Background: an optimization exercise with open tools, aiming at small area, a short achievable clock period and few clock cycles per item. Do not read the settings as production practice.
Only simulation tests tie the RTL to the original design; equivalence was not proved.

Design fc_layer_top, start of the top module:
module fc_layer_top (
    input  wire logic              clk,
    input  wire logic              rstn,
    input  wire logic              in_valid,
    input  wire logic [WORD_W-1:0] in_data,
    output logic                   out_valid,
    output logic      [WORD_W-1:0] out_data
);
    localparam int SW = 19;
    function automatic logic [7:0] quant(input logic [SW-1:0] x);
        if ((x[SW-1:15] == '0) || (x[SW-1:15] == '1)) quant = x[15:8];
        else quant = x[SW-1] ? 8'h80 : 8'h7F;
    endfunction
    logic        vq;
    logic [31:0] dq;
    logic [3:0]  cnt;       
    logic [3:0]  nidx;      
    logic        ldq, wtq, finq;
    assign nidx = !vq ? cnt : (cnt == 4'd10) ? 4'd0 : cnt + 4'd1;
    always_ff @(posedge clk) dq <= in_valid ? in_data : '0;
    always_ff @(posedge clk or negedge rstn) begin
        if (!rstn) begin
            vq   <= 1'b0;
            cnt  <= '0;
            ldq  <= 1'b0;
            wtq  <= 1'b0;
            finq <= 1'b0;
        end else begin
            vq   <= in_valid;
            cnt  <= nidx;
            ldq  <= in_valid && (nidx < 4'd2);
            wtq  <= in_valid && (nidx >= 4'd2) && (nidx <= 4'd9);
            finq <= in_valid && (nidx == 4'd10);
        end
    end
    logic [31:0] fhi, fhi_d;
    logic [47:0] flo, flo_d;
    always_comb begin
        for (int b = 0; b < 4; b++) begin
            for (int i = 0; i < 4; i++) begin
                logic f2, f1, f0;
                f2 = fhi[8*b+2*i+1];
                f1 = fhi[8*b+2*i];
  ...
For scale: ~1,900 cells after synthesis, ~240 flip-flops, about 68 I/O pins, ~0.018 mm2 of cells after synthesis.
==> flow/config.mk <==
export PLATFORM = sky130hd
export DESIGN_NAME = fc_layer_top
export DESIGN_NICKNAME = fc_layer_top
export VERILOG_FILES = /design/flow/design.v
export SDC_FILE = /design/flow/constraint.sdc
export NUM_CORES = 4
export LEC_CHECK = 0
export CAP_MARGIN = 20
export CORE_MARGIN = 2
export CORE_UTILIZATION = 55
export CTS_BUF_LIST = sky130_fd_sc_hd__clkbuf_16
export CTS_CLUSTER_DIAMETER = 100
export CTS_CLUSTER_SIZE = 28
export PLACE_DENSITY = 0.6
export SETUP_SLACK_MARGIN = 5
export SLEW_MARGIN = 20
==> flow/constraint.sdc <==
create_clock -name core_clock -period 9.0 [get_ports {clk}]
set_input_delay 1.8000 -clock core_clock [delete_from_list [all_inputs] [get_ports {clk}]]
set_output_delay 1.8000 -clock core_clock [all_outputs]
set_load 0.01 [all_outputs]
standard.sh (not shown) runs the stock make flow with config.mk's settings and CLKGATE_MAP_FILE= SYNTH_SCRIPT=/design/flow/synth_recipe.tcl, a recipe that flattens the netlist after the stock synthesis.
==> flow/flow/run.sh <==
#!/bin/bash
# The standard layout (standard.sh, unchanged synthesis and steps), with
# plain buffers instead of delay cells as the port buffers.
set -euo pipefail
export BUFFER_PORTS_ARGS="-buffer_cell sky130_fd_sc_hd__buf_1"
bash standard.sh > standard.log 2>&1
Testbench counts at the start, summed over its fixed seeds: cycles 4,992, frames 384.
Edit:
==> flow/run.sh (new file) <==
#!/bin/bash
# synth_recipe.tcl (not shown) runs the flow's synth.tcl, then flattens the netlist and writes it again
# the make line also repeats each setting of config.mk as NAME=value (left out here)
make -C /OpenROAD-flow-scripts/flow DESIGN_CONFIG=/design/flow/config.mk WORK_HOME=/design/flow/orfs CLKGATE_MAP_FILE= SYNTH_SCRIPT=/design/flow/synth_recipe.tcl finish
removed: flow/flow/run.sh
removed: flow/standard.sh
=> The changed run finished with timing, DRC and antenna clean; sequential share of layout area shrinks by 0.98 points; worst setup slack loses 0.048 ns; hold slack hardly moves.
Edit:
==> flow/flow/run.sh (new file) <==
#!/bin/bash
# The standard layout (standard.sh, unchanged synthesis and steps), with
# plain buffers instead of delay cells as the port buffers, and a clock tree
# built without dummy loads.
set -euo pipefail
export BUFFER_PORTS_ARGS="-buffer_cell sky130_fd_sc_hd__buf_1"
export CTS_ARGS="-sink_clustering_enable -repair_clock_nets -sink_clustering_size 28 -sink_clustering_max_diameter 100 -buf_list sky130_fd_sc_hd__clkbuf_16 -dont_use_dummy_load"
bash standard.sh > standard.log 2>&1
==> flow/standard.sh (new file) <==
#!/bin/bash
# synth_recipe.tcl (not shown) runs the flow's synth.tcl, then flattens the netlist and writes it again
# the make line also repeats each setting of config.mk as NAME=value (left out here)
make -C /OpenROAD-flow-scripts/flow DESIGN_CONFIG=/design/flow/config.mk WORK_HOME=/design/flow/orfs CLKGATE_MAP_FILE= SYNTH_SCRIPT=/design/flow/synth_recipe.tcl "${@:-finish}"
removed: flow/run.sh
What happened: The new run ran to the end with no violations. Non-clock buffer count is lower by 12. Cell count goes down by 0.95%. Routed wire length shrinks by 3.2%. Clock skew rose by 0.051 ns. Global-route usage decreases by 0.57 points. Count of clock-buffer cells in the layout came out lower by 1. Critical path depth decreases by 3. Worst hold slack got worse by 0.0047 ns. Core utilization goes down by 2.0 points. Die area is unchanged.
Edit:
==> flow/flow/run.sh (replaced) <==
#!/bin/bash
# The standard layout (standard.sh, unchanged synthesis and steps), with
# plain buffers instead of delay cells as the port buffers.
set -euo pipefail
export BUFFER_PORTS_ARGS="-buffer_cell sky130_fd_sc_hd__buf_1"
bash standard.sh > standard.log 2>&1
- PLACE_DENSITY: 0.6 -> 0.5
The changed run finished with timing, DRC and antenna clean; flip-flop and latch count does not change; routed wire length came out higher by 1.6%; global-route usage climbs by 0.19 points.


== north ==
Starting RTL as in the previous note.
==> flow/config.mk <==
export PLATFORM = sky130hd
export DESIGN_NAME = fc_layer_top
export DESIGN_NICKNAME = fc_layer_top
export VERILOG_FILES = /design/flow/design.v
export SDC_FILE = /design/flow/constraint.sdc
export NUM_CORES = 4
export LEC_CHECK = 0
export CAP_MARGIN = 20
export CORE_MARGIN = 2
export CORE_UTILIZATION = 55
export CTS_BUF_LIST = sky130_fd_sc_hd__clkbuf_16
export CTS_CLUSTER_DIAMETER = 100
export CTS_CLUSTER_SIZE = 28
export PLACE_DENSITY = 0.6
export SLEW_MARGIN = 20
==> flow/constraint.sdc <==
create_clock -name core_clock -period 9.0 [get_ports {clk}]
set_input_delay 1.8000 -clock core_clock [delete_from_list [all_inputs] [get_ports {clk}]]
set_output_delay 1.8000 -clock core_clock [all_outputs]
set_load 0.01 [all_outputs]
==> flow/flow/run.sh <==
#!/bin/bash
# The standard layout (standard.sh, unchanged synthesis and steps), with
# plain buffers instead of delay cells as the port buffers, and timing repair
# aiming for a larger setup margin.
set -euo pipefail
export BUFFER_PORTS_ARGS="-buffer_cell sky130_fd_sc_hd__buf_1"
export SETUP_SLACK_MARGIN=5.4
bash standard.sh > standard.log 2>&1
north completed every stage of the flow, and the final layout passed the timing, design-rule and antenna checks.
Testbench counts of north, summed over its fixed seeds: cycles 4,992, frames 384.
diff inputs: north => south
Settings: a change of PLACE_DENSITY from 0.6 to 0.7; an added SETUP_SLACK_MARGIN of 5; a change of CORE_UTILIZATION from 55 to 65.
==> flow/run.sh (new file) <==
#!/bin/bash
# synth_recipe.tcl (not shown) runs the flow's synth.tcl, then flattens the netlist and writes it again
# the make line also repeats each setting of config.mk as NAME=value (left out here)
make -C /OpenROAD-flow-scripts/flow DESIGN_CONFIG=/design/flow/config.mk WORK_HOME=/design/flow/orfs CLKGATE_MAP_FILE= SYNTH_SCRIPT=/design/flow/synth_recipe.tcl finish
removed: flow/flow/run.sh
removed: flow/standard.sh
Findings:
south finished end to end and its layout was clean on timing, DRC and antenna. Final cycle utilization of the critical path delta for south relative to north: 2.1 points higher. north -> south: routed wire length decreased by a few percent. Higher routing usage on met1 was reported by south, not north. Diff north -> south: transition time at the pin with the least slew margin has increased, flip-flop and latch share of the layout cell area increased by 0.62 points relative to the old numbers, non-clock buffer count moved down.
--- input diff south..east ---
Settings: CTS_BUF_LIST: sky130_fd_sc_hd__clkbuf_16 -> sky130_fd_sc_hd__clkbuf_8; CTS_CLUSTER_SIZE: 28 -> 16; CTS_CLUSTER_DIAMETER: 100 -> 60; CORE_UTILIZATION: 65 -> 55; PLACE_DENSITY: 0.7 -> 0.6.
==> flow/flow/run.sh (new file) <==
#!/bin/bash
# The standard layout (standard.sh, unchanged synthesis and steps), with
# plain buffers instead of delay cells as the port buffers.
set -euo pipefail
export BUFFER_PORTS_ARGS="-buffer_cell sky130_fd_sc_hd__buf_1"
bash standard.sh > standard.log 2>&1
==> flow/standard.sh (new file) <==
#!/bin/bash
# synth_recipe.tcl (not shown) runs the flow's synth.tcl, then flattens the netlist and writes it again
# the make line also repeats each setting of config.mk as NAME=value (left out here)
make -C /OpenROAD-flow-scripts/flow DESIGN_CONFIG=/design/flow/config.mk WORK_HOME=/design/flow/orfs CLKGATE_MAP_FILE= SYNTH_SCRIPT=/design/flow/synth_recipe.tcl "${@:-finish}"
removed: flow/run.sh
[summary]
Summary — total placed instance area, east relative to south: lower, by 1.7%.
east against south: post-CTS clock slew at the launch and capture registers of the worst setup and hold paths fell by 0.02 ns; wire length of the first global-routing pass rose by about 3%; sequential cell area stayed essentially flat.
met1 demand-to-capacity share in global routing in east is 5.6 points lower than in south
[compare] base=south new=east: met2 usage moved down; die area moved up.

[separate check: timing with driven ports]
No port has a modelled driver above. Below, the same layouts with a new extraction and two added sets of constraints.
Step 1, drivers: a clkbuf_16 drives clk and a buf_2 each remaining input, both assumed.
Step 2, shift: input delay + t, output delay - t, t = (earliest + latest rising clock arrival at the registers) / 2. This alone moves slack from input paths to output paths.
Three values: no drivers, after step 1, after step 2; two values: the first two.
run | t (ns) | setup WS [ns] | slew at the worst register clock pin (ns)
the first run of note 1 | 0.566 | 5.175 / 5.119 / 5.177 | 0.11 / 0.11
the second run of note 1 | 0.566 | 5.127 / 5.073 / 5.161 | 0.11 / 0.11
the third run of note 1 | 0.543 | 5.137 / 5.081 / 5.139 | 0.11 / 0.11
the fourth run of note 1 | 0.549 | 5.117 / 5.076 / 5.117 | 0.12 / 0.12
north | 0.567 | 5.244 / 5.225 / 5.244 | 0.12 / 0.12
south | 0.542 | 5.052 / 5.003 / 5.061 | 0.11 / 0.11
east | 0.641 | 5.131 / 5.079 / 5.172 | 0.10 / 0.10
After both steps setup and hold are still met in every run listed.
